Source: an optimization exercise on an open RTL-to-GDS flow (aim: small area, a short achievable clock period and few clock cycles per item). Production flows keep margins and buffers that such runs may drop. In this exercise RTL edits were held to simulation tests only and were not proved equivalent to the original. Power is estimated from default activity; no workload was simulated.

<file path="design/flow/design.v">
module sprite_compositor_n #(
  parameter int N_SPRITES = 8,
  parameter int SPR_SIZE  = 16,
  parameter int COORD_W   = 10,
  parameter int PAL_DEPTH = 16,
  parameter int COLOR_W   = 8,
  parameter int SLOT_W    = (N_SPRITES > 1) ? $clog2(N_SPRITES) : 1,
  parameter int SEL_WP    = $clog2(SPR_SIZE + 1),
  parameter int PAL_WP    = (PAL_DEPTH > 1) ? $clog2(PAL_DEPTH) : 1,
  parameter int DATA_W    = ((2 * COORD_W + PAL_WP + 2) > SPR_SIZE) ? (2 * COORD_W + PAL_WP + 2) : SPR_SIZE
) (
  input  logic                 clk_25,
  input  logic                 n_reset,
  input  logic                 wr_en,
  input  logic [SLOT_W-1:0]    wr_slot,
  input  logic [SEL_WP-1:0]    wr_sel,
  input  logic [DATA_W-1:0]    wr_data,
  input  logic                 att_color,
  input  logic [PAL_WP-1:0]    pal_addr,
  input  logic [3*COLOR_W-1:0] data_color,
  input  logic                 coll_clr,
  input  logic                 pix_valid,
  input  logic [COORD_W-1:0]   row,
  input  logic [COORD_W-1:0]   column,
  input  logic [COLOR_W-1:0]   FIFO_Red,
  input  logic [COLOR_W-1:0]   FIFO_Green,
  input  logic [COLOR_W-1:0]   FIFO_Blue,
  output logic [COLOR_W-1:0]   VGA_R,
  output logic [COLOR_W-1:0]   VGA_G,
  output logic [COLOR_W-1:0]   VGA_B,
  output logic                 out_valid,
  output logic [N_SPRITES-1:0] collision
);
  localparam int N     = N_SPRITES;
  localparam int PAL_W = PAL_WP;
  localparam int RGB_W = 3 * COLOR_W;
  logic [N-1:0][15:0][15:0] bmp_q;      
  logic [N-1:0][15:0]       rv_q;       
  logic [N-1:0][9:0]        x_q, y_q;   
  logic [N-1:0][PAL_W-1:0]  pi_q;
  logic [N-1:0]             md_q;
  logic [N-1:0]             en_q;
  logic [PAL_DEPTH-1:0][RGB_W-1:0] pal_q;   
  logic [PAL_DEPTH-1:0]            pv_q;    
  logic [N-1:0]       slot_we, attr_we;
  logic [N-1:0][15:0] row_we;
  logic [PAL_DEPTH-1:0] pal_we;
  always_comb begin
    for (int s = 0; s < N; s++) begin
      slot_we[s] = wr_en && (wr_slot == SLOT_W'(s));
      attr_we[s] = slot_we[s] && (wr_sel == '0);
      for (int r = 0; r < 16; r++)
        row_we[s][r] = slot_we[s] && (wr_sel == SEL_WP'(r + 1));
    end
    for (int p = 0; p < PAL_DEPTH; p++)
      pal_we[p] = att_color && (pal_addr == PAL_W'(p));
  end
  always_ff @(posedge clk_25) begin
    for (int s = 0; s < N; s++) begin
      if (attr_we[s]) begin
        x_q[s]  <= wr_data[9:0];
        y_q[s]  <= wr_data[19:10];
        pi_q[s] <= wr_data[23:20];
        md_q[s] <= wr_data[25];
      end
      for (int r = 0; r < 16; r++)
        if (row_we[s][r]) bmp_q[s][r] <= wr_data[15:0];
    end
    for (int p = 0; p < PAL_DEPTH; p++)
      if (pal_we[p]) pal_q[p] <= data_color;
  end
  always_ff @(posedge clk_25 or negedge n_reset) begin
    if (!n_reset) begin
      en_q <= '0; rv_q <= '0; pv_q <= '0;
    end else begin
      for (int s = 0; s < N; s++) begin
        if (attr_we[s]) en_q[s] <= wr_data[24];
        for (int r = 0; r < 16; r++)
          if (row_we[s][r]) rv_q[s][r] <= 1'b1;
      end
      for (int p = 0; p < PAL_DEPTH; p++)
        if (pal_we[p]) pv_q[p] <= 1'b1;
    end
  end
  logic                v0_q, v1_q, v2_q, v3_q, v4_q, ov_q;
  logic [RGB_W-1:0]    bg0_q, bg1_q, bg2_q, bg3_q, bg4_q;
  logic [N-1:0][3:0]   col0_q, dy0_q;
  logic [N-1:0]        in0_q;
  logic [N-1:0][15:0]  rb1_q;
  logic [N-1:0][3:0]   dy1_q;
  logic [N-1:0]        in1_q;
  logic [N-1:0]        hit2_q;
  logic [PAL_W-1:0]    pi3_q;
  logic                md3_q, any3_q;
  logic [RGB_W-1:0]    p4_q;
  logic                md4_q, any4_q;
  logic [N-1:0]        coll_q;
  logic [RGB_W-1:0]    rgb_q;
  logic [N-1:0][4:0] lox, loy;    
  logic [N-1:0]      inx, iny;
  logic [N-1:0][5:0] ax, bx, ay, by;
  logic [N-1:0]      in0_d;
  logic [N-1:0][3:0] col0_d, dy0_d;
  always_comb begin
    for (int s = 0; s < N; s++) begin
      lox[s] = {1'b0, column[3:0]} - {1'b0, x_q[s][3:0]};
      loy[s] = {1'b0, row[3:0]}    - {1'b0, y_q[s][3:0]};
      ax[s]  = column[9:4];
      bx[s]  = ~x_q[s][9:4];
      ay[s]  = row[9:4];
      by[s]  = ~y_q[s][9:4];
      inx[s] = ((ax[s] ^ bx[s] ^ {ax[s][4:0] | bx[s][4:0], ~lox[s][4]}) == '0) &&
               (ax[s][5] | bx[s][5]);
      iny[s] = ((ay[s] ^ by[s] ^ {ay[s][4:0] | by[s][4:0], ~loy[s][4]}) == '0) &&
               (ay[s][5] | by[s][5]);
      in0_d[s]  = en_q[s] & inx[s] & iny[s];
      col0_d[s] = ~lox[s][3:0];     
      dy0_d[s]  = loy[s][3:0];
    end
  end
  logic [N-1:0][15:0] rb1_d;
  always_comb begin
    for (int s = 0; s < N; s++)
      for (int r = 0; r < 16; r++)
        rb1_d[s][r] = bmp_q[s][r][col0_q[s]] & rv_q[s][r];
  end
  logic [N-1:0] hit2_d;
  always_comb begin
    for (int s = 0; s < N; s++)
      hit2_d[s] = in1_q[s] & rb1_q[s][dy1_q[s]];
  end
  logic [PAL_W-1:0] pi3_d;
  logic             md3_d, multi;
  always_comb begin
    pi3_d = '0; md3_d = 1'b0;
    for (int s = N - 1; s >= 0; s--)
      if (hit2_q[s]) begin
        pi3_d = pi_q[s];
        md3_d = md_q[s];
      end
  end
  assign multi = (hit2_q & (hit2_q - N'(1))) != '0;
  logic [RGB_W-1:0] p4_d;
  assign p4_d = pal_q[pi3_q] & {RGB_W{pv_q[pi3_q]}};
  logic [RGB_W-1:0] rgb_d;
  logic [COLOR_W:0] sum_r, sum_g, sum_b;
  always_comb begin
    sum_r = {1'b0, p4_q[23:16]} + {1'b0, bg4_q[23:16]};
    sum_g = {1'b0, p4_q[15:8]}  + {1'b0, bg4_q[15:8]};
    sum_b = {1'b0, p4_q[7:0]}   + {1'b0, bg4_q[7:0]};
    if (!any4_q)     rgb_d = bg4_q;
    else if (!md4_q) rgb_d = p4_q;
    else             rgb_d = {sum_r[8:1], sum_g[8:1], sum_b[8:1]};
  end
  always_ff @(posedge clk_25) begin
    bg0_q <= {FIFO_Red, FIFO_Green, FIFO_Blue};
    col0_q <= col0_d; dy0_q <= dy0_d; in0_q <= in0_d;
    bg1_q <= bg0_q; rb1_q <= rb1_d; dy1_q <= dy0_q; in1_q <= in0_q;
    bg2_q <= bg1_q; hit2_q <= hit2_d;
    bg3_q <= bg2_q; pi3_q <= pi3_d; md3_q <= md3_d; any3_q <= |hit2_q;
    bg4_q <= bg3_q; p4_q <= p4_d; md4_q <= md3_q; any4_q <= any3_q;
    rgb_q <= rgb_d;
  end
  always_ff @(posedge clk_25 or negedge n_reset) begin
    if (!n_reset) begin
      v0_q <= 1'b0; v1_q <= 1'b0; v2_q <= 1'b0; v3_q <= 1'b0; v4_q <= 1'b0; ov_q <= 1'b0;
      coll_q <= '0;
    end else begin
      v0_q <= pix_valid; v1_q <= v0_q; v2_q <= v1_q; v3_q <= v2_q; v4_q <= v3_q; ov_q <= v4_q;
      if (coll_clr)           coll_q <= '0;
      else if (v2_q && multi) coll_q <= coll_q | hit2_q;
    end
  end
  assign VGA_R     = rgb_q[RGB_W-1 -: COLOR_W];
  assign VGA_G     = rgb_q[2*COLOR_W-1 -: COLOR_W];
  assign VGA_B     = rgb_q[COLOR_W-1:0];
  assign out_valid = ov_q;
  assign collision = coll_q;
endmodule
</file>
<file path="design/flow/constraint.sdc">
create_clock -name core_clock -period 4.5 [get_ports {clk_25}]
set_input_delay 0.9000 -clock core_clock [delete_from_list [all_inputs] [get_ports {clk_25}]]
set_output_delay 0.9000 -clock core_clock [all_outputs]
set_load 0.01 [all_outputs]
</file>
<file path="design/flow/run.sh">
#!/bin/bash
# synth_recipe.tcl (not shown) runs the flow's synth.tcl, then flattens the netlist and writes it again
# the make line also repeats each setting of config.mk as NAME=value (left out here)
make -C /OpenROAD-flow-scripts/flow DESIGN_CONFIG=/design/flow/config.mk WORK_HOME=/design/flow/orfs CLKGATE_MAP_FILE= SYNTH_SCRIPT=/design/flow/synth_recipe.tcl finish
</file>
<file path="design/flow/config.mk">
export PLATFORM = sky130hd
export DESIGN_NAME = sprite_compositor_n
export DESIGN_NICKNAME = sprite_compositor_n
export VERILOG_FILES = /design/flow/design.v
export SDC_FILE = /design/flow/constraint.sdc
export NUM_CORES = 4
export LEC_CHECK = 0
export CAP_MARGIN = 20
export CORE_MARGIN = 2
export CORE_UTILIZATION = 40
export CTS_BUF_LIST = sky130_fd_sc_hd__clkbuf_8
export SETUP_SLACK_MARGIN = 2.6
export SLEW_MARGIN = 20
</file>
==> results of run 1 <==
[registers in the layout, summed over array words and instances (netlist names), 32 cells and up]
| register | cells |
|---|---|
| bmp_q | 2048 |
| pal_q | 384 |
| rb1_q | 128 |
| rv_q | 128 |
| x_q | 80 |
| y_q | 80 |
| col0_q | 32 |
| dy0_q | 32 |
| dy1_q | 32 |
| pi_q | 32 |
[Yosys cell counts (29+ instances only)]
cell type and count:
sky130_fd_sc_hd__a211oi_1 59, sky130_fd_sc_hd__a21o_1 41, sky130_fd_sc_hd__a21oi_1 79, sky130_fd_sc_hd__and2_1 141
sky130_fd_sc_hd__buf_1 48, sky130_fd_sc_hd__buf_4 29, sky130_fd_sc_hd__buf_6 29, sky130_fd_sc_hd__clkbuf_1 67
sky130_fd_sc_hd__dfrtp_1 166, sky130_fd_sc_hd__dfxtp_1 424, sky130_fd_sc_hd__edfxtp_1 2632, sky130_fd_sc_hd__ha_1 181
sky130_fd_sc_hd__inv_1 106, sky130_fd_sc_hd__mux2i_1 32, sky130_fd_sc_hd__mux4_2 762, sky130_fd_sc_hd__nand2_1 31
sky130_fd_sc_hd__nor2_1 170, sky130_fd_sc_hd__nor2b_1 40, sky130_fd_sc_hd__or2_2 147, sky130_fd_sc_hd__xnor2_1 67
sky130_fd_sc_hd__xor2_1 70
[routing by layer]
| layer | vias to the layer above | share of wire, % | track usage (%) |
|---|---|---|---|
| met4 | 10 | 1.8 | 4.536 |
| met3 | 431 | 6.8 | 3.336 |
| met1 | 32070 | 42 | 28.50 |
| met5 | - | 0.021 | 0 |
| li1 | 24810 | - | - |
| met2 | 2219 | 49 | 33.07 |
[power by group through the flow]
stage	logic (mW)	clock network, mW	registers [mW]
after global placement	3.35	0	33.7
after floorplan	2.02	0	33.4
after global routing	4.50	26.3	33.0
after CTS	4.17	25.0	33.0
final	4.27	24.5	33.0
after detailed placement	3.37	0	33.7
[repair_timing]
| item | CTS | global route |
|---|---|---|
| pin swaps | 161 | 104 |
| endpoints found under the setup margin | 2669 | 1664 |
| hold buffers | 1 | 0 |
| endpoints found under the hold margin | 47 | 0 |
| cloned | 63 | 7 |
| setup buffers | 260 | 83 |
| resized for setup | 616 | 171 |
[through the flow]
stage | hold WS (ps) | area (sq um) | setup slack, ps | util (%)
6_report | 218.3 | 146900 | 1986 | 49.06
5_1_grt | 141.0 | 146900 | 1904 | 49.06
4_1_cts | 108.6 | 145000 | 1887 | 48.42
3_5_place_dp | 312.1 | 128700 | 699.3 | 42.96
3_3_place_gp | 312.0 | 128600 | 819.1 | 42.95
2_1_floorplan | 309.6 | 122100 | 2018 | -
[cell families (layout without fill, tap and decap cells)]
family / count (synthesis) / count (layout) / share of synthesized area [%]
buffers and inverters: 319 / 1792 / 1.426
AND/OR/NAND/NOR: 620 / 628 / 2.800
multiplexers: 821 / 821 / 15.01
other: 0 / 6 / 0
adder cells (fa/ha/maj): 201 / 201 / 2.207
AO/OA/AOI/OAI: 239 / 239 / 1.341
flip-flops: 3222 / 3222 / 76.22
XOR/XNOR: 137 / 137 / 0.9975
[path summary, 6_finish.rpt]
path	slack [ps]	endpoint	start	cells past startpoint
setup / recovery	1990	collision[2]	coll_q[2]$_DFFE_PN0P_	1
hold / removal	220	bg0_q[5]$_DFF_P_	FIFO_Blue[5]	1
max in group asynchronous	3120	rv_q[49]$_DFFE_PN0P_	n_reset	3
min in group asynchronous	370	rv_q[110]$_DFFE_PN0P_	n_reset	2
setup reg to reg	2360	rb1_q[44]$_DFF_P_	col0_q[8]$_DFF_P_	7
hold reg to reg	310	dy1_q[30]$_DFF_P_	dy0_q[30]$_DFF_P_	0
[area by class of cell]
type / count / share of cell area (%)
antenna: 6 / 0.01022
clock buffer: 593 / 5.554
clock inverter: 381 / 1.397
inverter: 109 / 0.3176
multi-input combinational: 2026 / 20.08
sequential: 3222 / 62.48
tap: 3958 / 3.370
timing repair buffer: 709 / 6.783
==> impl_metrics.tcl, run 1 <==
set metrics [dict create \
    yosys_warnings 1 \
    layout-drive-gt1-share_pct 39.03 \
    post-route-drc-count 0 \
    layout-area-overhead-vs-synth_pct 22.16 \
    transition_time_at_the_pin_with_the_least_slew_margin_ps 1111 \
    post-layout-total-power_mw 61.69 \
    numCtsBuffers 531 \
    dr.first_iter.drc_count 6118 \
    wl_per_cell_um 28.36 \
    run_status "no timing/DRC/antenna violations" \
    crit_chain "buf_2" \
    critical_path.n_buffers_inverters 1 \
    fin_hold_viols 0 \
    setup.worst_path.end_class "primary output" \
    register_area_sq_mm 0.09182 \
    clk_transition_reported_paths_ps 60 \
    synth.ff_latch_count 3222 \
    finalNetCount 6911 \
    clock_tree.buffer_depth 4 \
    filler_cell_count 23910 \
    via_count 59530 \
    clk-insertion-delay-late_ps 1150 \
    seq_power_share_pct 53.4 \
    synth.yosys.seq_area_share_pct 76.22 \
    power.density_mw_per_mm2 419.8 \
    multi_input_area_sq_mm 0.02951 \
    design.portCount 145 \
    drtPass1Iterations 5 \
    via_count_of_the_first_global_routing_pass 62550 \
    switching_power_mw 14.20 \
    synthArstFlopShare_pct 5.152 \
    grt_start_max_net_pins 63 \
    yosys-top-cells-area "sky130_fd_sc_hd__edfxtp_1, sky130_fd_sc_hd__mux4_2, sky130_fd_sc_hd__dfxtp_1" \
    power_leakage_nw 50.49 \
    drv_slew 0 \
    final_period_minus_worst_setup_slack_ps 2514 \
    area_share_of_the_largest_cell_type_after_synthesis_pct 65.71 \
    report.final.setup_viol 0 \
    gp_congestion 0.7684 \
    netlist-cell-type-count 59 \
    core-area_sq_mm 0.2995 \
    ctsRootBufferMaster "sky130_fd_sc_hd__clkbuf_8" \
    rsz0062_at_grt "true" \
    slowest_delay_ps 380 \
    yosys.area.top_type "sky130_fd_sc_hd__edfxtp_1" \
    slew-limit-headroom_pct 25.94 \
    number_of_levels_in_the_clock_h_tree 6 \
    p_int_mw 47.49 \
    tritoncts "done" \
    grt_remaining_overflow 0 \
    placed_cells 9610 \
    worst-endpoint-required_ps 3600 \
    finalSetupTns_ps 0 \
    netlist_area_sq_mm 0.1203 \
    clock-skew-final_ps 70.21 \
    wl_um 312100 \
    criticalPathCategory "flip-flop to primary output" \
    cp_data_arrival_time_ps 1610 \
    pwr-share-clk_pct 39.6 \
    postRouteAntennaNets 0 \
    row_count 201 \
    cp_slowest_cell "sky130_fd_sc_hd__dfrtp_1" \
    fmaxAchievable_ghz 0.3977 \
    antenna_violations_before_repair 24 \
    die_width_um 552.4 \
    layout.cells.most_common_list "sky130_fd_sc_hd__edfxtp_1, sky130_fd_sc_hd__mux4_2, sky130_fd_sc_hd__clkbuf_8" \
    layout_worst_path_cycle_share_pct 55.87 \
    fp.dieH_um 552.4 \
    io_buffers 144 \
    startpoint_type "flip-flop" \
    mean_instance_size_in_the_synthesized_netlist_sq_um 21.64 \
    crit_path_max_fanout 2 \
    synth_cells 5559 \
    peakVddDrop_mv 0.2938 \
    synth-edff-count 2632 \
    ys_dominant_reg_cell "sky130_fd_sc_hd__edfxtp_1" \
    initial_core_util_pct 40.16 \
    power.share.switching_pct 23.01 \
    avgViaCountPerCell 5.410 \
    most_frequent_standard_cell_in_the_layout_excluding_fill_and_tap_cells "sky130_fd_sc_hd__edfxtp_1" \
    fp.dieArea_sq_mm 0.3051 \
    syn-num-nets 5871 \
    grt_first_pass_wirelength_um 446000 \
    global_route.usage.total_pct 20.22 \
    place_hpwl_um 156500 \
    critPathTopFamily "flip-flops" \
    hold_path.class "primary input to flip-flop" \
    cts.sinks 3222 \
    timing.max_cap.violations 0 \
    fin_cells 11000 \
    comb_power_share_pct 6.9 \
]
Testbench counts, summed over its fixed seeds: cycles 33,536, pixels 32,768.
==> inputs of run 2 (changes only) <==
--- a/design/flow/design.v
+++ b/design/flow/design.v
@@ -69,7 +69,7 @@
     for (int p = 0; p < PAL_DEPTH; p++)
       if (pal_we[p]) pal_q[p] <= data_color;
   end
-  always_ff @(posedge clk_25 or negedge n_reset) begin
+  always_ff @(posedge clk_25) begin
     if (!n_reset) begin
       en_q <= '0; rv_q <= '0; pv_q <= '0;
     end else begin
@@ -163,10 +163,16 @@
   end
   always_ff @(posedge clk_25 or negedge n_reset) begin
     if (!n_reset) begin
-      v0_q <= 1'b0; v1_q <= 1'b0; v2_q <= 1'b0; v3_q <= 1'b0; v4_q <= 1'b0; ov_q <= 1'b0;
-      coll_q <= '0;
+      v0_q <= 1'b0; v1_q <= 1'b0; v2_q <= 1'b0; v3_q <= 1'b0; v4_q <= 1'b0;
     end else begin
-      v0_q <= pix_valid; v1_q <= v0_q; v2_q <= v1_q; v3_q <= v2_q; v4_q <= v3_q; ov_q <= v4_q;
+      v0_q <= pix_valid; v1_q <= v0_q; v2_q <= v1_q; v3_q <= v2_q; v4_q <= v3_q;
+    end
+  end
+  always_ff @(posedge clk_25) begin
+    if (!n_reset) begin
+      ov_q <= 1'b0; coll_q <= '0;
+    end else begin
+      ov_q <= v4_q;
       if (coll_clr)           coll_q <= '0;
       else if (v2_q && multi) coll_q <= coll_q | hit2_q;
     end
--- a/design/flow/config.mk
+++ b/design/flow/config.mk
@@ -8,6 +8,5 @@
 export CAP_MARGIN = 20
 export CORE_MARGIN = 2
 export CORE_UTILIZATION = 40
-export CTS_BUF_LIST = sky130_fd_sc_hd__clkbuf_8
 export SETUP_SLACK_MARGIN = 2.6
 export SLEW_MARGIN = 20
==> impl_metrics.tcl, run 2 <==
set metrics [dict create \
    run_status "no timing/DRC/antenna violations" \
    drv_slew 0 \
    area_share_of_the_largest_cell_type_after_synthesis_pct 66.08 \
    synthArstFlopShare_pct 0.1552 \
    transition_time_at_the_pin_with_the_least_slew_margin_ps 1093 \
    fp.dieArea_sq_mm 0.3034 \
    power.density_mw_per_mm2 428.9 \
    fin_hold_viols 0 \
    slew-limit-headroom_pct 27.13 \
    synth_cells 5612 \
    most_frequent_standard_cell_in_the_layout_excluding_fill_and_tap_cells "sky130_fd_sc_hd__edfxtp_1" \
    grt_remaining_overflow 0 \
    global_route.usage.total_pct 20.48 \
    largest-register "bmp_q" \
    drtPass1Iterations 5 \
    clk-insertion-delay-late_ps 890 \
    cts.sinks 3222 \
    slowest_delay_ps 360 \
    dr.first_iter.drc_count 6772 \
    grt_start_max_net_pins 71 \
    design.portCount 145 \
    clock_tree.buffer_depth 4 \
    layout.cells.most_common_list "sky130_fd_sc_hd__edfxtp_1, sky130_fd_sc_hd__mux4_2, sky130_fd_sc_hd__dfxtp_1" \
    cp_slowest_cell "sky130_fd_sc_hd__dfxtp_4" \
    final_period_minus_worst_setup_slack_ps 2224 \
    biggestRegsByFlops "bmp_q: 2048 flops, pal_q: 384 flops" \
    layout-drive-gt1-share_pct 37.14 \
    synth-edff-count 2632 \
    wl_per_cell_um 29.27 \
    postRouteAntennaNets 0 \
    netlist_area_sq_mm 0.1196 \
    setup.worst_path.end_class "primary output" \
    post-layout-total-power_mw 63.50 \
    crit_chain "buf_6" \
    report.final.setup_viol 0 \
    largest_register_ff_count 2048 \
    critical_path.n_buffers_inverters 1 \
    finalNetCount 6797 \
    criticalPathCategory "flip-flop to primary output" \
    worst-endpoint-required_ps 3600 \
    fp.dieH_um 550.8 \
    mean_instance_size_in_the_synthesized_netlist_sq_um 21.31 \
    place_hpwl_um 161600 \
    grt_first_pass_wirelength_um 445500 \
    timing.max_cap.violations 0 \
    number_of_levels_in_the_clock_h_tree 5 \
    peakVddDrop_mv 0.3357 \
    clk_transition_reported_paths_ps 60 \
    yosys.area.top_type "sky130_fd_sc_hd__edfxtp_1" \
    crit_path_max_fanout 2 \
    via_count 59320 \
    die_width_um 550.8 \
    yosys-top-cells-area "sky130_fd_sc_hd__edfxtp_1, sky130_fd_sc_hd__mux4_2, sky130_fd_sc_hd__dfxtp_1" \
    layout_worst_path_cycle_share_pct 49.41 \
    synth.yosys.seq_area_share_pct 75.97 \
    initial_core_util_pct 40.24 \
    layout-area-overhead-vs-synth_pct 23.79 \
    startpoint_type "flip-flop" \
    fin_util_pct 49.81 \
    avgViaCountPerCell 5.539 \
    tritoncts "done" \
    core-area_sq_mm 0.2973 \
    clock-skew-final_ps 91.69 \
    numCtsBuffers 335 \
    via_count_of_the_first_global_routing_pass 60880 \
    wl_um 313400 \
    hold_path.class "primary input to asynchronous set/reset pin" \
    cp_data_arrival_time_ps 1320 \
    yosys-top-cells-count "sky130_fd_sc_hd__edfxtp_1, sky130_fd_sc_hd__mux4_2, sky130_fd_sc_hd__dfxtp_1" \
    yosys_warnings 1 \
    syn-num-nets 5924 \
    critPathTopFamily "flip-flops" \
    ctsRootBufferMaster "sky130_fd_sc_hd__clkbuf_16" \
    rsz0062_at_grt "true" \
    netlist-cell-type-count 60 \
    post-route-drc-count 0 \
    finalSetupTns_ps 0 \
    power_leakage_nw 48.94 \
    gp_congestion 0.7847 \
    fmaxAchievable_ghz 0.4497 \
    ys_dominant_reg_cell "sky130_fd_sc_hd__edfxtp_1" \
    row_count 200 \
    antenna_violations_before_repair 27 \
    synth.ff_latch_count 3222 \
    io_buffers 144 \
    postCtsHoldBufs 0 \
    most_common_cell_in_the_synthesized_netlist "sky130_fd_sc_hd__edfxtp_1" \
]
==> run 2: cell types whose count changed in the layout (fill, tap and decap cells not counted), sizes merged, moves of 12 or more <==
| cell | before | now |
|---|---|---|
| buf | 606 | 666 |
| o21a | 1 | 145 |
| dfrtp | 166 | 5 |
| xor2 | 70 | 94 |
| clkbuf | 600 | 480 |
| inv | 343 | 111 |
| clkinvlp | 39 | 26 |
| or2 | 148 | 4 |
| dfxtp | 424 | 585 |
| xnor2 | 67 | 43 |
| nand4 | 16 | 28 |
==> run 2: kinds of logic after synthesis <==
family | share of synthesized area, %
buffers and inverters | 1.354
flip-flops | 75.97
AND/OR/NAND/NOR | 2.130
AO/OA/AOI/OAI | 2.310
multiplexers | 15.02
XOR/XNOR | 1.003
adder cells (fa/ha/maj) | 2.211
==> run 2: per-stage QoR <==
step / setup slack [ps] / instance area, sq um / hold slack (ps) / std cells
2_1_floorplan: 1839 / 121300 / 309.6 / 5612
3_3_place_gp: 741.2 / 127800 / 311.3 / 9615
3_5_place_dp: 663.4 / 127800 / 312.1 / 9615
4_1_cts: 2201 / 146500 / 57.90 / 10640
5_1_grt: 2209 / 148000 / 67.29 / 10700
6_report: 2276 / 148100 / 78.75 / 10710
==> run 2: repair_timing <==
item | in CTS | in global routing
endpoints found under the setup margin | 3006 | 1311
cloned | 59 | 5
buffers inserted | 351 | 57
gates resized for setup | 712 | 205
pin swaps | 269 | 148
==> run 2: power by group <==
group	switching (mW)	internal, mW	total (mW)
Clock	11.4	15.7	27.2
Combinational	2.01	1.68	3.69
Sequential	0.196	32.5	32.7
==> run 2: path summary, 6_finish.rpt <==
path	start	to	slack [ps]	depth (start not counted)
setup / recovery	coll_q[4]$_SDFFE_PP0P_	collision[4]	2280	1
hold / removal	n_reset	v3_q$_DFF_PN0_	80	1
setup reg to reg	pi3_q[0]$_DFF_P_	p4_q[18]$_DFF_P_	2390	7
hold reg to reg	bg0_q[3]$_DFF_P_	bg1_q[3]$_DFF_P_	300	0
max in group asynchronous	n_reset	v2_q$_DFF_PN0_	3970	1
min in group core_clock	bg0_q[3]$_DFF_P_	bg1_q[3]$_DFF_P_	300	0
==> run 2: layout make-up <==
type	count	area, sq um
clock buffer	467	9417
sequential	3222	91030
timing repair buffer	768	10690
antenna	12	30.03
fill	23430	149200
inverter	116	496.7
multi-input combinational	2042	30050
tap	3939	4928
clock inverter	144	1429
==> run 2: worst reg2reg max path: cells and delay by family (launching register included) <==
kind	cells	cell delay (ps)
compound gates	2	420
buf+inv	3	410
flops	1	430
mux	1	540
simple gates	1	180
==> run 2: per-layer routing <==
metal  part of all wire [%]  global-route usage [%]
met4                    2.1                   4.524
met5                  0.028                       0
met1                     42                   28.68
met2                     49                   33.87
met3                    7.0                   3.282
Testbench counts of run 2, summed over its fixed seeds: cycles 33,536, pixels 32,768.
==> inputs of run 3 (changes only) <==
--- a/design/flow/config.mk
+++ b/design/flow/config.mk
@@ -7,6 +7,6 @@
 export LEC_CHECK = 0
 export CAP_MARGIN = 20
 export CORE_MARGIN = 2
-export CORE_UTILIZATION = 40
+export CORE_UTILIZATION = 60
 export SETUP_SLACK_MARGIN = 2.6
 export SLEW_MARGIN = 20
==> impl_metrics.tcl, run 3 <==
set metrics [dict create \
    setup.worst_path.end_class "primary output" \
    wl_per_cell_um 31.77 \
    via_count 59450 \
    criticalPathCategory "flip-flop to primary output" \
    finalSetupTns_ps 0 \
    fin_hold_viols 0 \
    synth.ff_latch_count 3222 \
    rsz0062_at_grt "true" \
    number_of_levels_in_the_clock_h_tree 5 \
    biggestRegsByFlops "bmp_q: 2048 flops, pal_q: 384 flops" \
    critical_path.n_buffers_inverters 1 \
    yosys-top-cells-count "sky130_fd_sc_hd__edfxtp_1, sky130_fd_sc_hd__mux4_2, sky130_fd_sc_hd__dfxtp_1" \
    largest_register_ff_count 2048 \
    fmaxAchievable_ghz 0.4291 \
    clk-insertion-delay-late_ps 930 \
    layout_worst_path_cycle_share_pct 51.78 \
    synth.yosys.seq_area_share_pct 75.97 \
    post-route-drc-count 0 \
    yosys-top-cells-area "sky130_fd_sc_hd__edfxtp_1, sky130_fd_sc_hd__mux4_2, sky130_fd_sc_hd__dfxtp_1" \
    filler_cell_count 11180 \
    placed_cells 8329 \
    worst-endpoint-required_ps 3600 \
    startpoint_type "flip-flop" \
    report.final.setup_viol 0 \
    numCtsBuffers 335 \
    largest-register "bmp_q" \
    cp_slowest_cell "sky130_fd_sc_hd__dfxtp_2" \
    final_period_minus_worst_setup_slack_ps 2330 \
    ctsRootBufferMaster "sky130_fd_sc_hd__clkbuf_16" \
    clock_tree.buffer_depth 4 \
    mean_instance_size_in_the_synthesized_netlist_sq_um 21.31 \
    yosys.area_share.simple_pct 2.130 \
    global_route.usage.total_pct 29.76 \
    fp.dieH_um 450.5 \
    power_leakage_nw 48.63 \
    placed_cell_area_sq_mm 0.1264 \
    crit_chain "buf_8" \
    yosys_warnings 1 \
    layout-drive-gt1-share_pct 36.36 \
    layout.cell_area.non_filler_sq_mm 0.1458 \
    wl_um 297600 \
    grt_start_max_net_pins 72 \
    most_common_cell_in_the_synthesized_netlist "sky130_fd_sc_hd__edfxtp_1" \
    avgViaCountPerCell 6.346 \
    netlist_area_sq_mm 0.1196 \
    cts.sinks 3222 \
    slew-limit-headroom_pct 25.65 \
    synthArstFlopShare_pct 0.1552 \
    yosys.area_share.xor_xnor_pct 1.003 \
    area_share_of_the_largest_cell_type_after_synthesis_pct 66.08 \
    antenna_violations_before_repair 17 \
    row_count 163 \
    finalNetCount 6775 \
    drtPass1Iterations 5 \
    run_status "no timing/DRC/antenna violations" \
    synth_adder_area_share_pct 2.211 \
    drv_slew 0 \
    place_hpwl_um 149400 \
    initial_core_util_pct 60.53 \
    postCtsHoldBufs 0 \
    yosys.area.top_type "sky130_fd_sc_hd__edfxtp_1" \
    critPathTopFamily "flip-flops" \
    design.portCount 145 \
    ys_dominant_reg_cell "sky130_fd_sc_hd__edfxtp_1" \
    peakVddDrop_mv 0.4257 \
    slowest_delay_ps 350 \
    core-area_sq_mm 0.1976 \
    tritoncts "done" \
    hold-worst-slack_ps 84.05 \
    fin_cells 9368 \
    clock-skew-final_ps 28.94 \
    compound_gate_fraction_of_synth_area_pct 2.310 \
    reg2reg_setup_slack_ps 2340 \
    fp.dieArea_sq_mm 0.2029 \
    dr.first_iter.drc_count 6849 \
    hold_path.class "primary input to asynchronous set/reset pin" \
    crit_path_max_fanout 2 \
    gp_congestion 0.7990 \
    netlist-cell-type-count 60 \
    synthMuxAreaShare_pct 15.02 \
    synth_top_family_by_area "multiplexers" \
    via_count_of_the_first_global_routing_pass 60380 \
    transition_time_at_the_pin_with_the_least_slew_margin_ps 1115 \
    die_width_um 450.5 \
    layout-area-overhead-vs-synth_pct 21.86 \
    clk_transition_reported_paths_ps 60 \
    grt_remaining_overflow 0 \
    synth-edff-count 2632 \
    postRouteAntennaNets 0 \
    timing.max_cap.violations 0 \
    most_frequent_standard_cell_in_the_layout_excluding_fill_and_tap_cells "sky130_fd_sc_hd__edfxtp_1" \
    layout.cells.most_common_list "sky130_fd_sc_hd__edfxtp_1, sky130_fd_sc_hd__mux4_2, sky130_fd_sc_hd__dfxtp_1" \
    cp_data_arrival_time_ps 1430 \
    power.density_mw_per_mm2 433.5 \
    syn-num-nets 5924 \
    grt_first_pass_wirelength_um 428700 \
    io_buffers 144 \
    synth_cells 5612 \
]
[run 3: report_power, final]
part	switching, mW	leakage, nW	internal, mW
clock network	11.0	5.26	16.0
logic	1.97	14.8	1.64
registers	0.160	28.6	32.5
total	13.1	48.6	50.1
[run 3: per-stage QoR]
| stage | total power [mW] | util, % | setup slack, ps |
|---|---|---|---|
| 2_1_floorplan | 34.90 | - | 1839 |
| 3_3_place_gp | 36.31 | 63.96 | 727.2 |
| 3_5_place_dp | 36.33 | 63.96 | 623.6 |
| 4_1_cts | 63.49 | 73.06 | 2110 |
| 5_1_grt | 64.91 | 73.75 | 2118 |
| 6_report | 63.18 | 73.76 | 2170 |
[run 3: worst reg2reg max path, cell delays in order, from the launching register on]
cell and delay, ps:
sky130_fd_sc_hd__dfxtp_2 330, sky130_fd_sc_hd__buf_12 140, sky130_fd_sc_hd__or4_4 550, sky130_fd_sc_hd__o31ai_4 220, sky130_fd_sc_hd__nand3_4 180, sky130_fd_sc_hd__buf_6 180, sky130_fd_sc_hd__o311ai_4 310, sky130_fd_sc_hd__a21oi_1 110
[run 3: final timing paths]
path / cells past startpoint / to / start
worst max-delay path: 1 / collision[1] / coll_q[1]$_SDFFE_PP0P_
worst min-delay path: 1 / v0_q$_DFF_PN0_ / n_reset
worst max register to register: 7 / coll_q[5]$_SDFFE_PP0P_ / hit2_q[5]$_DFF_P_
worst min register to register: 0 / dy1_q[10]$_DFF_P_ / dy0_q[10]$_DFF_P_
max in group asynchronous: 1 / v3_q$_DFF_PN0_ / n_reset
min in group core_clock: 0 / dy1_q[10]$_DFF_P_ / dy0_q[10]$_DFF_P_
[run 3: repair_timing]
action                                  in CTS  in global routing
gates resized for setup                    623                180
setup buffers                              315                 55
endpoints found under the setup margin    2879               1550
pin swaps                                  271                131
gates cloned                                64                  3
[run 3: kinds of logic after synthesis]
logic type / Yosys count
buffers and inverters: 349
DFF: 3222
and+or+nand+nor: 491
adders and majority gates: 200
muxes: 820
xor gates and xnor gates: 137
AOI/OAI and AO/OA: 393
[run 3: routing by layer]
layer  vias up  global-route usage (%)  wire [um]  part of all wire (%)
li1      24570                       -          -                     -
met1     31750                   43.06     117400                    39
met2      2651                   48.95     149400                    50
met3       477                   3.840      23150                   7.8
met4         4                   7.577       7707                   2.6
met5         -                       0         23                0.0077
[run 3: final cells by class]
class	instances	area, sq um	area share (%)
multi-input combinational	2044	29900	20.52
inverter	116	495.5	0.3399
clock buffer	471	9498	6.516
antenna	7	17.52	0.01202
sequential	3222	91010	62.44
tap	2640	3303	2.266
clock inverter	124	1194	0.8189
timing repair buffer	744	10330	7.090
==> inputs of run 4 (changes only) <==
--- a/design/flow/config.mk
+++ b/design/flow/config.mk
@@ -7,6 +7,6 @@
 export LEC_CHECK = 0
 export CAP_MARGIN = 20
 export CORE_MARGIN = 2
-export CORE_UTILIZATION = 60
-export SETUP_SLACK_MARGIN = 2.6
+export CORE_UTILIZATION = 40
+export SETUP_SLACK_MARGIN = 2.3
 export SLEW_MARGIN = 20
==> impl_metrics.tcl, run 4 <==
set metrics [dict create \
    clk-insertion-delay-late_ps 890 \
    grt_first_pass_wirelength_um 427900 \
    timing.max_cap.violations 0 \
    register_area_sq_mm 0.09098 \
    initial_core_util_pct 40.24 \
    crit_path_max_fanout 25 \
    layout-area-overhead-vs-synth_pct 19.40 \
    global_route.usage.total_pct 19.66 \
    multi_input_area_sq_mm 0.02877 \
    transition_time_at_the_pin_with_the_least_slew_margin_ps 1066 \
    worst-endpoint-required_ps 4970 \
    numCtsBuffers 336 \
    via_count 57270 \
    crit_path_start "pal_addr[1]" \
    wl_per_cell_um 28.63 \
    report.final.setup_viol 0 \
    yosys-top-cells-area "sky130_fd_sc_hd__edfxtp_1, sky130_fd_sc_hd__mux4_2, sky130_fd_sc_hd__dfxtp_1" \
    cp_data_arrival_time_ps 2730 \
    largest_register_ff_count 2048 \
    timing.rr.end "coll_q[0]$_SDFFE_PP0P_" \
    grt_start_max_net_pins 65 \
    synth_adder_area_share_pct 2.211 \
    peakVddDrop_mv 0.4094 \
    synth_cells 5612 \
    netlist_area_sq_mm 0.1196 \
    place_worst_setup_slack_ps 616.4 \
    fmaxAchievable_ghz 0.4407 \
    gp_congestion 0.7862 \
    synth_top_family_by_area "multiplexers" \
    synth.ff_latch_count 3222 \
    cts.sinks 3222 \
    compound_gate_fraction_of_synth_area_pct 2.310 \
    drtPass1Iterations 5 \
    synth.yosys.seq_area_share_pct 75.97 \
    clk_transition_reported_paths_ps 60 \
    most_common_cell_in_the_synthesized_netlist "sky130_fd_sc_hd__edfxtp_1" \
    area_share_of_the_largest_cell_type_after_synthesis_pct 66.08 \
    antenna_violations_before_repair 44 \
    place_hpwl_um 161700 \
    reg2reg_setup_slack_ps 2290 \
    rsz0062_at_grt "true" \
    dr.first_iter.drc_count 5712 \
    mean_instance_size_in_the_synthesized_netlist_sq_um 21.31 \
    fin_hold_viols 0 \
    criticalPathCategory "primary input to flip-flop" \
    synthArstFlopShare_pct 0.1552 \
    yosys_warnings 1 \
    clock-skew-final_ps 90.34 \
    run_status "no timing/DRC/antenna violations" \
    clock_tree.buffer_depth 4 \
    power_leakage_nw 46.81 \
    post-route-drc-count 0 \
    hold-worst-slack_ps 297.7 \
    ys_dominant_reg_cell "sky130_fd_sc_hd__edfxtp_1" \
    worst-r2r-cell-count 6 \
    layout-drive-gt1-share_pct 31.16 \
    die_width_um 550.8 \
    design.portCount 145 \
    largest-register "bmp_q" \
    finalNetCount 6573 \
    min_path_cells 0 \
    core-area_sq_mm 0.2973 \
    yosys-top-cells-count "sky130_fd_sc_hd__edfxtp_1, sky130_fd_sc_hd__mux4_2, sky130_fd_sc_hd__dfxtp_1" \
    filler_cell_count 24110 \
    fp.dieArea_sq_mm 0.3034 \
    via_count_of_the_first_global_routing_pass 59550 \
    fp.dieH_um 550.8 \
    yosys.area.top_type "sky130_fd_sc_hd__edfxtp_1" \
    io_buffers 144 \
    slew-limit-headroom_pct 28.95 \
    tritoncts "done" \
    postRouteAntennaNets 0 \
    post-layout-total-power_mw 63.69 \
    ctsRootBufferMaster "sky130_fd_sc_hd__clkbuf_16" \
    yosys.area_share.simple_pct 2.130 \
    setup.worst_path.end_class "flip-flop" \
    synthMuxAreaShare_pct 15.02 \
    biggestRegsByFlops "bmp_q: 2048 flops, pal_q: 384 flops" \
    grt_remaining_overflow 0 \
    power.density_mw_per_mm2 446.0 \
    worst_slack_setup_final_ps 2231 \
    hold-path-endpoint "bg1_q[19]$_DFF_P_" \
    netlist-cell-type-count 60 \
    layout.cells.most_common_list "sky130_fd_sc_hd__edfxtp_1, sky130_fd_sc_hd__mux4_2, sky130_fd_sc_hd__dfxtp_1" \
    drv_slew 0 \
    final_period_minus_worst_setup_slack_ps 2269 \
    syn-num-nets 5924 \
    number_of_levels_in_the_clock_h_tree 5 \
    most_frequent_standard_cell_in_the_layout_excluding_fill_and_tap_cells "sky130_fd_sc_hd__edfxtp_1" \
    avgViaCountPerCell 5.458 \
    yosys.area_share.xor_xnor_pct 1.003 \
    startpoint_type "primary input" \
    row_count 200 \
    layout_worst_path_cycle_share_pct 50.42 \
    wl_um 300400 \
    hold_path.class "flip-flop to flip-flop" \
    timing.rr.start "hit2_q[5]$_DFF_P_" \
    finalSetupTns_ps 0 \
    synth-edff-count 2632 \
    min_from "bg0_q[19]$_DFF_P_" \
]
run 4: worst max-delay path by stage:
| stage | end | slack, ps | cells past startpoint |
|---|---|---|---|
| floorplan | bmp_q[1008]$_DFFE_PP_ | 1840 | 4 |
| global placement | bmp_q[78]$_DFFE_PP_ | 700 | 6 |
| detailed placement | bmp_q[79]$_DFFE_PP_ | 620 | 6 |
| CTS | pal_q[293]$_DFFE_PP_ | 2080 | 3 |
| global route | pal_q[47]$_DFFE_PP_ | 2190 | 4 |
| finish | pal_q[47]$_DFFE_PP_ | 2230 | 4 |
run 4: cells by family after synthesis:
kind of cell / Yosys count
adder cells (fa/ha/maj): 200
flip-flops: 3222
AO/OA/AOI/OAI: 393
XOR/XNOR: 137
multiplexers: 820
AND/OR/NAND/NOR: 491
buffers and inverters: 349
run 4: through the flow:
stage | instance area, sq um | instances | util [%]
2_1_floorplan | 121100 | 5612 | -
3_3_place_gp | 127900 | 9632 | 43.02
3_5_place_dp | 127900 | 9632 | 43.02
4_1_cts | 142200 | 10450 | 47.84
5_1_grt | 142800 | 10480 | 48.03
6_report | 142800 | 10490 | 48.04
run 4: critical path, stage by stage:
cell and delay, ps:
sky130_fd_sc_hd__clkdlybuf4s50_1 450, sky130_fd_sc_hd__nand3b_1 600, sky130_fd_sc_hd__nor3_4 280, sky130_fd_sc_hd__buf_4 490
run 4: routing by layer:
metal | up-vias | GRT usage, % | share of wire, %
met5 | - | 0 | 0.025
met4 | 12 | 5.629 | 2.7
li1 | 24200 | - | -
met3 | 480 | 2.710 | 5.7
met2 | 1841 | 33.92 | 51
met1 | 30740 | 26.01 | 41
run 4: area by class of cell:
class / count / share of cell area [%]
clock inverter: 143 / 1.119
timing repair buffer: 535 / 4.506
multi-input combinational: 2050 / 20.15
clock buffer: 471 / 6.721
sequential: 3222 / 63.71
antenna: 16 / 0.02803
inverter: 116 / 0.3233
tap: 3939 / 3.451
run 4: power breakdown:
| group | leakage (nW) | internal (mW) | switching [mW] |
|---|---|---|---|
| clock network | 5.51 | 16.5 | 11.4 |
| logic | 12.7 | 1.35 | 1.81 |
| registers | 28.5 | 32.5 | 0.191 |
| total | 46.8 | 50.3 | 13.4 |
run 4: repair_timing:
| item | in CTS | in global routing |
|---|---|---|
| cloned | 7 | 5 |
| buffers inserted | 195 | 22 |
| endpoints found under the setup margin | 2693 | 793 |
| hold endpoints to repair | 5 | 0 |
| gates resized for setup | 285 | 60 |
| pin swaps | 101 | 16 |
| hold buffers | 1 | 0 |
==> inputs of run 5 (changes only) <==
--- a/design/flow/config.mk
+++ b/design/flow/config.mk
@@ -8,5 +8,5 @@
 export CAP_MARGIN = 20
 export CORE_MARGIN = 2
 export CORE_UTILIZATION = 40
-export SETUP_SLACK_MARGIN = 2.3
+export SETUP_SLACK_MARGIN = 2.4
 export SLEW_MARGIN = 20
==> impl_metrics.tcl, run 5 <==
set metrics [dict create \
    fin_hold_viols 0 \
    finalSetupTns_ps 0 \
    cp_slowest_cell "sky130_fd_sc_hd__dfxtp_1" \
    clk_transition_reported_paths_ps 60 \
    initial_core_util_pct 40.24 \
    fmaxAchievable_ghz 0.4571 \
    row_count 200 \
    synth.ff_latch_count 3222 \
    largest_register_ff_count 2048 \
    fp.dieH_um 550.8 \
    postRouteAntennaNets 0 \
    rsz0062_at_grt "true" \
    worst-endpoint-required_ps 3600 \
    crit_chain "buf_2" \
    io_buffers 144 \
    most_frequent_standard_cell_in_the_layout_excluding_fill_and_tap_cells "sky130_fd_sc_hd__edfxtp_1" \
    syn-num-nets 5924 \
    layout_worst_path_cycle_share_pct 48.62 \
    cp_data_arrival_time_ps 1290 \
    post-layout-total-power_mw 63.08 \
    worst-r2r-cell-count 3 \
    layout-drive-gt1-share_pct 31.70 \
    slew-limit-headroom_pct 26.50 \
    biggestRegsByFlops "bmp_q: 2048 flops, pal_q: 384 flops" \
    via_count 58300 \
    yosys_warnings 1 \
    largest-register "bmp_q" \
    yosys-top-cells-area "sky130_fd_sc_hd__edfxtp_1, sky130_fd_sc_hd__mux4_2, sky130_fd_sc_hd__dfxtp_1" \
    avgViaCountPerCell 5.520 \
    gp_congestion 0.7971 \
    yosys-top-cells-count "sky130_fd_sc_hd__edfxtp_1, sky130_fd_sc_hd__mux4_2, sky130_fd_sc_hd__dfxtp_1" \
    fin_util_pct 48.32 \
    numCtsBuffers 332 \
    mean_instance_size_in_the_synthesized_netlist_sq_um 21.31 \
    post-route-drc-count 0 \
    postCtsHoldBufs 0 \
    grt_remaining_overflow 0 \
    power_leakage_nw 47.11 \
    cts.sinks 3222 \
    criticalPathCategory "flip-flop to primary output" \
    die_width_um 550.8 \
    reg2reg_setup_slack_ps 2390 \
    most_common_cell_in_the_synthesized_netlist "sky130_fd_sc_hd__edfxtp_1" \
    register_area_sq_mm 0.09100 \
    grt_first_pass_wirelength_um 426600 \
    multi_input_area_sq_mm 0.02885 \
    setup.worst_path.end_class "primary output" \
    synth.yosys.seq_area_share_pct 75.97 \
    run_status "no timing/DRC/antenna violations" \
    slowest_delay_ps 310 \
    synthArstFlopShare_pct 0.1552 \
    core-area_sq_mm 0.2973 \
    grt_start_max_net_pins 73 \
    wl_per_cell_um 28.52 \
    finalNetCount 6645 \
    layout.cells.most_common_list "sky130_fd_sc_hd__edfxtp_1, sky130_fd_sc_hd__mux4_2, sky130_fd_sc_hd__dfxtp_1" \
    filler_cell_count 24160 \
    transition_time_at_the_pin_with_the_least_slew_margin_ps 1103 \
    wl_um 301200 \
    timing.max_cap.violations 0 \
    design.portCount 145 \
    ys_dominant_reg_cell "sky130_fd_sc_hd__edfxtp_1" \
    final_period_minus_worst_setup_slack_ps 2188 \
    power.density_mw_per_mm2 439.1 \
    report.final.setup_viol 0 \
    drv_slew 0 \
    netlist_area_sq_mm 0.1196 \
    dr.first_iter.drc_count 6590 \
    synth_cells 5612 \
    fp.dieArea_sq_mm 0.3034 \
    global_route.usage.total_pct 19.67 \
    area_share_of_the_largest_cell_type_after_synthesis_pct 66.08 \
    clock-skew-final_ps 92.10 \
    crit_path_max_fanout 1 \
    via_count_of_the_first_global_routing_pass 59370 \
    startpoint_type "flip-flop" \
    hold_path.class "primary input to asynchronous set/reset pin" \
    drtPass1Iterations 5 \
    timing.rr.end "hit2_q[5]$_DFF_P_" \
    tritoncts "done" \
    yosys.area.top_type "sky130_fd_sc_hd__edfxtp_1" \
    critPathTopFamily "flip-flops" \
    timing.rr.start "dy1_q[20]$_DFF_P_" \
    critical_path.n_buffers_inverters 1 \
    synth-edff-count 2632 \
    number_of_levels_in_the_clock_h_tree 5 \
    antenna_violations_before_repair 42 \
    peakVddDrop_mv 0.3395 \
    clk-insertion-delay-late_ps 890 \
    ctsRootBufferMaster "sky130_fd_sc_hd__clkbuf_16" \
    layout-area-overhead-vs-synth_pct 20.10 \
    clock_tree.buffer_depth 4 \
    netlist-cell-type-count 60 \
    place_hpwl_um 162300 \
]
==> run 5: changes by cell type in the layout (fill, tap and decap cells not counted), sizes merged, moves of 2 or more <==
cell	previous run	this run
buf	439	514
bufbuf	0	4
bufinv	26	23
clkbuf	476	495
clkdlybuf4s15	2	5
clkdlybuf4s50	77	66
clkinv	103	84
dlygate4sd2	8	12
dlymetal6s2s	3	5
nor2	181	177
==> run 5: kinds of logic after synthesis <==
kind of cell / count (synthesis) / synth area share [%]
flip-flops: 3222 / 75.97
multiplexers: 820 / 15.02
AND/OR/NAND/NOR: 491 / 2.130
AO/OA/AOI/OAI: 393 / 2.310
buffers and inverters: 349 / 1.354
adder cells (fa/ha/maj): 200 / 2.211
XOR/XNOR: 137 / 1.003
==> run 5: final cells by class <==
type                       count  area share (%)
clock inverter               121          0.9502
clock buffer                 485           6.575
inverter                     116          0.3292
timing repair buffer         616           5.265
sequential                  3222           63.34
multi-input combinational   2045           20.08
antenna                       16         0.02787
tap                         3939           3.431
==> run 5: report_power, final <==
| part | internal [mW] | switching (mW) | leakage (nW) |
|---|---|---|---|
| clock network | 15.9 | 11.2 | 5.27 |
| logic | 1.41 | 1.87 | 13.3 |
| registers | 32.5 | 0.183 | 28.5 |
| total | 49.8 | 13.3 | 47.1 |
==> run 5: per-layer routing <==
metal	vias up	track usage (%)	routed length [um]
li1	24340	-	-
met1	31280	27.37	125300
met2	2233	31.92	145100
met3	432	3.624	23090
met4	14	5.274	7552
met5	-	0	82
==> run 5: how the worst max path moves through the flow <==
stage / endpoint / slack [ps] / from / cells after the start
floorplan: bmp_q[1008]$_DFFE_PP_ / 1840 / wr_sel[3] / 4
global placement: bmp_q[1952]$_DFFE_PP_ / 500 / wr_sel[0] / 5
detailed placement: bmp_q[1710]$_DFFE_PP_ / 420 / wr_sel[0] / 5
CTS: VGA_R[7] / 2230 / rgb_q[23]$_DFF_P_ / 1
global route: VGA_R[5] / 2240 / rgb_q[21]$_DFF_P_ / 1
finish: VGA_R[5] / 2310 / rgb_q[21]$_DFF_P_ / 1
==> run 5: timing repair <==
action,4_1_cts,5_1_grt
pin swaps,93,49
setup buffers,225,60
setup endpoints to repair,2660,864
resized for setup,326,113
cloned,11,8
==> run 5: stage by stage <==
step	cells	instance area (sq um)	hold WS, ps	setup slack, ps
6_report	10560	143700	126.0	2312
5_1_grt	10550	143600	146.1	2238
4_1_cts	10480	142300	133.0	2227
3_5_place_dp	9634	127900	312.1	417.0
3_3_place_gp	9634	127900	311.0	498.8
2_1_floorplan	5612	121200	309.6	1839
==> inputs of run 6 (changes only) <==
--- a/design/flow/design.v
+++ b/design/flow/design.v
@@ -84,7 +84,8 @@
   end
   logic                v0_q, v1_q, v2_q, v3_q, v4_q, ov_q;
   logic [RGB_W-1:0]    bg0_q, bg1_q, bg2_q, bg3_q, bg4_q;
-  logic [N-1:0][3:0]   col0_q, dy0_q;
+  logic [N-1:0][3:0]   col0_q;
+  logic [3:0]          rlo0_q;
   logic [N-1:0]        in0_q;
   logic [N-1:0][15:0]  rb1_q;
   logic [N-1:0][3:0]   dy1_q;
@@ -100,7 +101,7 @@
   logic [N-1:0]      inx, iny;
   logic [N-1:0][5:0] ax, bx, ay, by;
   logic [N-1:0]      in0_d;
-  logic [N-1:0][3:0] col0_d, dy0_d;
+  logic [N-1:0][3:0] col0_d;
   always_comb begin
     for (int s = 0; s < N; s++) begin
       lox[s] = {1'b0, column[3:0]} - {1'b0, x_q[s][3:0]};
@@ -115,14 +116,16 @@
                (ay[s][5] | by[s][5]);
       in0_d[s]  = en_q[s] & inx[s] & iny[s];
       col0_d[s] = ~lox[s][3:0];     
-      dy0_d[s]  = loy[s][3:0];
     end
   end
   logic [N-1:0][15:0] rb1_d;
+  logic [N-1:0][3:0]  dy1_d;
   always_comb begin
-    for (int s = 0; s < N; s++)
+    for (int s = 0; s < N; s++) begin
       for (int r = 0; r < 16; r++)
         rb1_d[s][r] = bmp_q[s][r][col0_q[s]] & rv_q[s][r];
+      dy1_d[s] = rlo0_q - y_q[s][3:0];
+    end
   end
   logic [N-1:0] hit2_d;
   always_comb begin
@@ -154,8 +157,8 @@
   end
   always_ff @(posedge clk_25) begin
     bg0_q <= {FIFO_Red, FIFO_Green, FIFO_Blue};
-    col0_q <= col0_d; dy0_q <= dy0_d; in0_q <= in0_d;
-    bg1_q <= bg0_q; rb1_q <= rb1_d; dy1_q <= dy0_q; in1_q <= in0_q;
+    col0_q <= col0_d; rlo0_q <= row[3:0]; in0_q <= in0_d;
+    bg1_q <= bg0_q; rb1_q <= rb1_d; dy1_q <= dy1_d; in1_q <= in0_q;
     bg2_q <= bg1_q; hit2_q <= hit2_d;
     bg3_q <= bg2_q; pi3_q <= pi3_d; md3_q <= md3_d; any3_q <= |hit2_q;
     bg4_q <= bg3_q; p4_q <= p4_d; md4_q <= md3_q; any4_q <= any3_q;
==> impl_metrics.tcl, run 6 <==
set metrics [dict create \
    fp.dieH_um 551.0 \
    design.portCount 145 \
    core-area_sq_mm 0.2973 \
    crit_chain "buf_6" \
    synthArstFlopShare_pct 0.1565 \
    crit_path_start "coll_q[7]$_SDFFE_PP0P_" \
    reg2reg_setup_slack_ps 2380 \
    postRouteAntennaNets 0 \
    fp.dieArea_sq_mm 0.3036 \
    synth.yosys.seq_area_share_pct 75.46 \
    place_hpwl_um 160400 \
    timing.max_cap.violations 0 \
    fin_util_pct 48.67 \
    startpoint_type "flip-flop" \
    timing.rr.end "rb1_q[13]$_DFF_P_" \
    synth_cells 5629 \
    yosys-top-cells-count "sky130_fd_sc_hd__edfxtp_1, sky130_fd_sc_hd__mux4_2, sky130_fd_sc_hd__dfxtp_1" \
    fin_cells 10620 \
    grt_start_max_net_pins 66 \
    hold_path.class "primary input to asynchronous set/reset pin" \
    ys_dominant_reg_cell "sky130_fd_sc_hd__edfxtp_1" \
    setup.worst_path.end_class "primary output" \
    clock_tree.buffer_depth 4 \
    met3_length_um 17760 \
    tritoncts "done" \
    cp_data_arrival_time_ps 1370 \
    row_count 200 \
    mean_instance_size_in_the_synthesized_netlist_sq_um 21.26 \
    layout_worst_path_cycle_share_pct 50.45 \
    area_share_of_the_largest_cell_type_after_synthesis_pct 66.04 \
    transition_time_at_the_pin_with_the_least_slew_margin_ps 998.8 \
    syn-num-nets 5957 \
    die_width_um 551.0 \
    drv_slew 0 \
    post-layout-total-power_mw 63.17 \
    drtPass1Iterations 5 \
    fin_hold_viols 0 \
    report.final.setup_viol 0 \
    critical_path.n_buffers_inverters 1 \
    postCtsHoldBufs 0 \
    dr.first_iter.drc_count 6337 \
    yosys-top-cells-area "sky130_fd_sc_hd__edfxtp_1, sky130_fd_sc_hd__mux4_2, sky130_fd_sc_hd__dfxtp_1" \
    layout.cells.most_common_list "sky130_fd_sc_hd__edfxtp_1, sky130_fd_sc_hd__mux4_2, sky130_fd_sc_hd__dfxtp_1" \
    initial_core_util_pct 40.26 \
    met2RoutedLength_um 153300 \
    via_count_of_the_first_global_routing_pass 60150 \
    yosys_warnings 1 \
    avgViaCountPerCell 5.481 \
    crit_path_max_fanout 2 \
    worst-path-stages 1 \
    hold-worst-slack_ps 6.354 \
    cts.sinks 3194 \
    grt_remaining_overflow 0 \
    rsz0062_at_grt "true" \
    grt_first_pass_wirelength_um 432500 \
    via_count 58190 \
    worst-r2r-cell-count 5 \
    numCtsBuffers 328 \
    layout-area-overhead-vs-synth_pct 20.89 \
    slowest_delay_ps 340 \
    post-route-drc-count 0 \
    most_common_cell_in_the_synthesized_netlist "sky130_fd_sc_hd__edfxtp_1" \
    finalSetupTns_ps 0 \
    power_leakage_nw 47.57 \
    slew-limit-headroom_pct 33.41 \
    most_frequent_standard_cell_in_the_layout_excluding_fill_and_tap_cells "sky130_fd_sc_hd__edfxtp_1" \
    io_buffers 144 \
    critPathTopFamily "flip-flops" \
    worst-endpoint-required_ps 3600 \
    clk-insertion-delay-late_ps 920 \
    finalNetCount 6723 \
    netlist-cell-type-count 60 \
    filler_cell_count 23830 \
    clock-skew-final_ps 85.48 \
    cp_slowest_cell "sky130_fd_sc_hd__dfxtp_2" \
    place_worst_setup_slack_ps 873.7 \
    antenna_violations_before_repair 24 \
    wl_per_cell_um 28.64 \
    criticalPathCategory "flip-flop to primary output" \
    power.density_mw_per_mm2 436.6 \
    yosys.area.top_type "sky130_fd_sc_hd__edfxtp_1" \
    wl_um 304100 \
    topRoutingLayerUsed "met5" \
    fmaxAchievable_ghz 0.4405 \
    worst_setup_path_endpoint "collision[7]" \
    largest-register "bmp_q" \
    placed_cells 9638 \
    peakVddDrop_mv 0.3738 \
    gp_congestion 0.7832 \
    placed_cell_area_sq_mm 0.1279 \
    ctsRootBufferMaster "sky130_fd_sc_hd__clkbuf_16" \
    number_of_levels_in_the_clock_h_tree 5 \
    run_status "no timing/DRC/antenna violations" \
    layout-drive-gt1-share_pct 32.50 \
    m1WireLength_um 123900 \
    final_period_minus_worst_setup_slack_ps 2270 \
    clk_transition_reported_paths_ps 60 \
    largest_register_ff_count 2048 \
    synth.ff_latch_count 3194 \
    timing.rr.start "col0_q[0]$_DFF_P_" \
    layout.cell_area.non_filler_sq_mm 0.1447 \
    worst_slack_setup_final_ps 2230 \
    netlist_area_sq_mm 0.1197 \
    synth-edff-count 2632 \
    biggestRegsByFlops "bmp_q: 2048 flops, pal_q: 384 flops" \
    global_route.usage.total_pct 19.84 \
]
run 6: changes by cell type in the layout (fill, tap and decap cells not counted), moves of 14 or more:
cell	delta
sky130_fd_sc_hd__clkinv_2	+15
sky130_fd_sc_hd__xor2_1	-41
sky130_fd_sc_hd__buf_12	+25
sky130_fd_sc_hd__clkbuf_1	-30
sky130_fd_sc_hd__nand4_1	-14
sky130_fd_sc_hd__a21oi_1	-15
sky130_fd_sc_hd__dfxtp_1	-33
sky130_fd_sc_hd__nor2_1	+14
sky130_fd_sc_hd__nor3_1	+21
sky130_fd_sc_hd__clkbuf_8	+18
sky130_fd_sc_hd__xnor2_1	+48
run 6: logic make-up (layout without fill, tap and decap cells):
family	after synthesis	count (layout)	synth area share, %
compound gates	374	375	2.216
fa+ha+maj	216	216	2.377
xor+xnor	145	145	1.061
simple gates	538	538	2.303
flops	3194	3194	75.46
buf+inv	342	1382	1.518
other cells	0	8	0
mux	820	820	15.06
run 6: power by group:
| part | internal, mW | switching, mW | total [mW] |
|---|---|---|---|
| combinational | 1.49 | 1.91 | 3.39 |
| clock | 16.0 | 11.4 | 27.4 |
| sequential | 32.2 | 0.184 | 32.4 |
run 6: worst min-delay path by stage:
stage	from	slack, ps	depth (start not counted)	to
2_1_floorplan	any3_q$_DFF_P_	310	0	any4_q$_DFF_P_
3_3_place_gp	bg3_q[8]$_DFF_P_	310	0	bg4_q[8]$_DFF_P_
3_5_place_dp	bg0_q[16]$_DFF_P_	310	0	bg1_q[16]$_DFF_P_
4_1_cts	n_reset	0.02	1	v4_q$_DFF_PN0_
5_1_grt	n_reset	2	1	v4_q$_DFF_PN0_
6_report	n_reset	6	1	v4_q$_DFF_PN0_
run 6: final cells by class:
type | count | area (sq um) | share of cell area, %
diodes | 8 | 20.02 | 0.01384
well taps | 3939 | 4928 | 3.406
multi-input cells | 2094 | 29400 | 20.32
repair buffers | 663 | 8441 | 5.834
clock buffers | 471 | 9510 | 6.573
clock inverters | 134 | 1479 | 1.022
flip-flops and latches | 3194 | 90440 | 62.51
inverters | 114 | 462.9 | 0.3200
run 6: per-layer routing:
layer	vias to the layer above	GRT usage (%)
met5	-	0
met4	12	5.885
met3	426	2.484
met2	1920	34.08
met1	31310	26.48
li1	24520	-
run 6: timing repair:
item / in CTS / in global routing
gates cloned: 10 / 15
pin swaps: 122 / 31
resized for setup: 321 / 103
buffers inserted: 295 / 46
endpoints found under the setup margin: 2634 / 1317
Testbench counts of run 6, summed over its fixed seeds: cycles 33,536, pixels 32,768.
==> inputs of run 7 (changes only) <==
==> design/flow/flow/run.sh (new file) <==
#!/bin/bash
# Standard layout, with clock tree synthesis told not to add dummy balancing loads
# and to cluster sinks into larger groups (fewer leaf buffers).
set -e
cp standard.sh standard_copy.log
export CTS_ARGS="-sink_clustering_enable -repair_clock_nets -dont_use_dummy_load -sink_clustering_size 25 -sink_clustering_max_diameter 60"
bash standard.sh > standard.log 2>&1
==> design/flow/standard.sh (new file) <==
#!/bin/bash
# synth_recipe.tcl (not shown) runs the flow's synth.tcl, then flattens the netlist and writes it again
# the make line also repeats each setting of config.mk as NAME=value (left out here)
make -C /OpenROAD-flow-scripts/flow DESIGN_CONFIG=/design/flow/config.mk WORK_HOME=/design/flow/orfs CLKGATE_MAP_FILE= SYNTH_SCRIPT=/design/flow/synth_recipe.tcl "${@:-finish}"
removed: design/flow/run.sh
==> impl_metrics.tcl, run 7 <==
set metrics [dict create \
    yosys-top-cells-area "sky130_fd_sc_hd__edfxtp_1, sky130_fd_sc_hd__mux4_2, sky130_fd_sc_hd__dfxtp_1" \
    gp_congestion 0.7832 \
    report.final.setup_viol 0 \
    synthArstFlopShare_pct 0.1565 \
    synth-edff-count 2632 \
    critical_path.n_buffers_inverters 1 \
    met1_usage_pct 26.01 \
    numCtsBuffers 198 \
    power.share.switching_pct 21.19 \
    netlist-cell-type-count 60 \
    antenna_violations_before_repair 21 \
    setup.worst_path.end_class "primary output" \
    core-area_sq_mm 0.2973 \
    most_frequent_standard_cell_in_the_layout_excluding_fill_and_tap_cells "sky130_fd_sc_hd__edfxtp_1" \
    synth_cells 5629 \
    io_buffers 144 \
    wl_per_cell_um 29.33 \
    place_worst_setup_slack_ps 873.7 \
    met2_routing_resource_usage_after_global_routing_pct 34.19 \
    yosys.area.top_type "sky130_fd_sc_hd__edfxtp_1" \
    hold_path.class "primary input to asynchronous set/reset pin" \
    pwr-share-clk_pct 32.0 \
    postCtsHoldBufs 0 \
    global_route.usage.total_pct 19.58 \
    p_int_mw 41.42 \
    startpoint_type "flip-flop" \
    synth.ff_latch_count 3194 \
    grt-busiest-layer "met2" \
    fp.dieH_um 551.0 \
    row_count 200 \
    ys_dominant_reg_cell "sky130_fd_sc_hd__edfxtp_1" \
    fmaxAchievable_ghz 0.4456 \
    finalNetCount 6606 \
    switching_power_mw 11.14 \
    dr.first_iter.drc_count 6168 \
    layout.cells.most_common_list "sky130_fd_sc_hd__edfxtp_1, sky130_fd_sc_hd__mux4_2, sky130_fd_sc_hd__dfxtp_1" \
    ctsRootBufferMaster "sky130_fd_sc_hd__clkbuf_16" \
    yosys_warnings 1 \
    initial_core_util_pct 40.26 \
    worst-r2r-cell-count 6 \
    via_count 56980 \
    filler_cell_count 24380 \
    timing.max_cap.violations 0 \
    die_width_um 551.0 \
    syn-num-nets 5957 \
    power_leakage_nw 44.66 \
    grt_remaining_overflow 0 \
    layout-area-overhead-vs-synth_pct 15.96 \
    synth.yosys.seq_area_share_pct 75.46 \
    mean_instance_size_in_the_synthesized_netlist_sq_um 21.26 \
    layout-drive-gt1-share_pct 29.75 \
    number_of_levels_in_the_clock_h_tree 4 \
    slew-limit-headroom_pct 33.37 \
    crit_path_max_fanout 2 \
    drtPass1Iterations 7 \
    crit_path_start "coll_q[4]$_SDFFE_PP0P_" \
    largest-register "bmp_q" \
    avgViaCountPerCell 5.568 \
    layout_worst_path_cycle_share_pct 49.87 \
    worst_slack_setup_final_ps 2256 \
    criticalPathCategory "flip-flop to primary output" \
    final_period_minus_worst_setup_slack_ps 2244 \
    finalSetupTns_ps 0 \
    hold-worst-slack_ps 66.55 \
    power.density_mw_per_mm2 378.7 \
    cp_data_arrival_time_ps 1340 \
    run_status "no timing/DRC/antenna violations" \
    worst-endpoint-required_ps 3600 \
    design.portCount 145 \
    global_route_met3_usage_pct 2.388 \
    grt_start_max_net_pins 66 \
    reg2reg_setup_slack_ps 2410 \
    rsz0062_at_grt "true" \
    post-layout-total-power_mw 52.56 \
    grt_first_pass_wirelength_um 425700 \
    crit_chain "buf_6" \
    fin_hold_viols 0 \
    biggestRegsByFlops "bmp_q: 2048 flops, pal_q: 384 flops" \
    postRouteAntennaNets 0 \
    fp.dieArea_sq_mm 0.3036 \
    drv_slew 0 \
    most_common_cell_in_the_synthesized_netlist "sky130_fd_sc_hd__edfxtp_1" \
    largest_register_ff_count 2048 \
    cp_slowest_cell "sky130_fd_sc_hd__dfxtp_2" \
    comb_power_share_pct 6.5 \
    post-route-drc-count 0 \
    clk_transition_reported_paths_ps 70 \
    slowest_delay_ps 350 \
    area_share_of_the_largest_cell_type_after_synthesis_pct 66.04 \
    yosys-top-cells-count "sky130_fd_sc_hd__edfxtp_1, sky130_fd_sc_hd__mux4_2, sky130_fd_sc_hd__dfxtp_1" \
    cts.sinks 3194 \
    timing.rr.start "col0_q[16]$_DFF_P_" \
    transition_time_at_the_pin_with_the_least_slew_margin_ps 999.4 \
    worst-path-stages 1 \
    clock-skew-final_ps 95.08 \
    timing.rr.end "rb1_q[71]$_DFF_P_" \
    tritoncts "done" \
    netlist_area_sq_mm 0.1197 \
    worst_setup_path_endpoint "collision[4]" \
    seq_power_share_pct 61.5 \
    critPathTopFamily "flip-flops" \
    via_count_of_the_first_global_routing_pass 58710 \
    place_hpwl_um 160400 \
    clock_tree.buffer_depth 4 \
    peakVddDrop_mv 0.3527 \
    wl_um 300200 \
    clk-insertion-delay-late_ps 910 \
]
## run 7: final cells by class
class	count	area, sq um	share of cell area, %
Sequential cell	3194	90440	65.17
Multi-Input combinational cell	2095	29440	21.22
Timing Repair Buffer	675	8489	6.117
Clock buffer	198	4955	3.570
Tap cell	3939	4928	3.551
Inverter	114	481.7	0.3471
Antenna cell	18	45.04	0.03246
## run 7: power by group through the flow
stage | Sequential (mW) | Combinational, mW | Clock, mW
finish | 32.3 | 3.40 | 16.8
detailed placement | 33.1 | 3.03 | 0
global placement | 33.1 | 3.01 | 0
global route | 32.4 | 3.59 | 18.2
floorplan | 32.9 | 1.77 | 0
CTS | 32.4 | 3.35 | 17.2
## run 7: routing by layer
metal | vias to the layer above | share of wire [%]
li1 | 23970 | -
met1 | 30880 | 40
met2 | 1776 | 51
met3 | 341 | 5.8
met4 | 10 | 2.5
met5 | - | 0.021
## run 7: worst min path at each step
stage                           start           endpoint  cells past startpoint
floorplan              any3_q$_DFF_P_     any4_q$_DFF_P_                      0
global placement     bg3_q[8]$_DFF_P_   bg4_q[8]$_DFF_P_                      0
detailed placement  bg0_q[16]$_DFF_P_  bg1_q[16]$_DFF_P_                      0
CTS                           n_reset     v1_q$_DFF_PN0_                      1
global route                  n_reset     v4_q$_DFF_PN0_                      1
finish                        n_reset     v4_q$_DFF_PN0_                      1
## run 7: what timing repair did
| action | in CTS | in global routing |
|---|---|---|
| cloned | 12 | 9 |
| pin swaps | 139 | 24 |
| gates resized for setup | 327 | 80 |
| setup buffers | 299 | 59 |
| setup endpoints to repair | 2741 | 980 |
## run 7: cell families after synthesis
| kind of cell | count (synthesis) | synth area share [%] |
|---|---|---|
| DFF | 3194 | 75.46 |
| and+or+nand+nor | 538 | 2.303 |
| adders and majority gates | 216 | 2.377 |
| muxes | 820 | 15.06 |
| buffers and inverters | 342 | 1.518 |
| xor gates and xnor gates | 145 | 1.061 |
| AOI/OAI and AO/OA | 374 | 2.216 |
## run 7: metrics by stage
stage	instances	util, %	area, sq um
2_1_floorplan	5629	-	121500
3_3_place_gp	9638	43.01	127900
3_5_place_dp	9638	43.01	127900
4_1_cts	10150	46.28	137600
5_1_grt	10230	46.68	138800
6_report	10230	46.68	138800

Check on run 7: ideal ports give 2.256 ns setup slack; a clkbuf_16 on the clock port and buf_2 on the inputs give 2.159 ns; moving port delays by the midpoint clock arrival (0.947 ns) as well gives 1.463 ns.
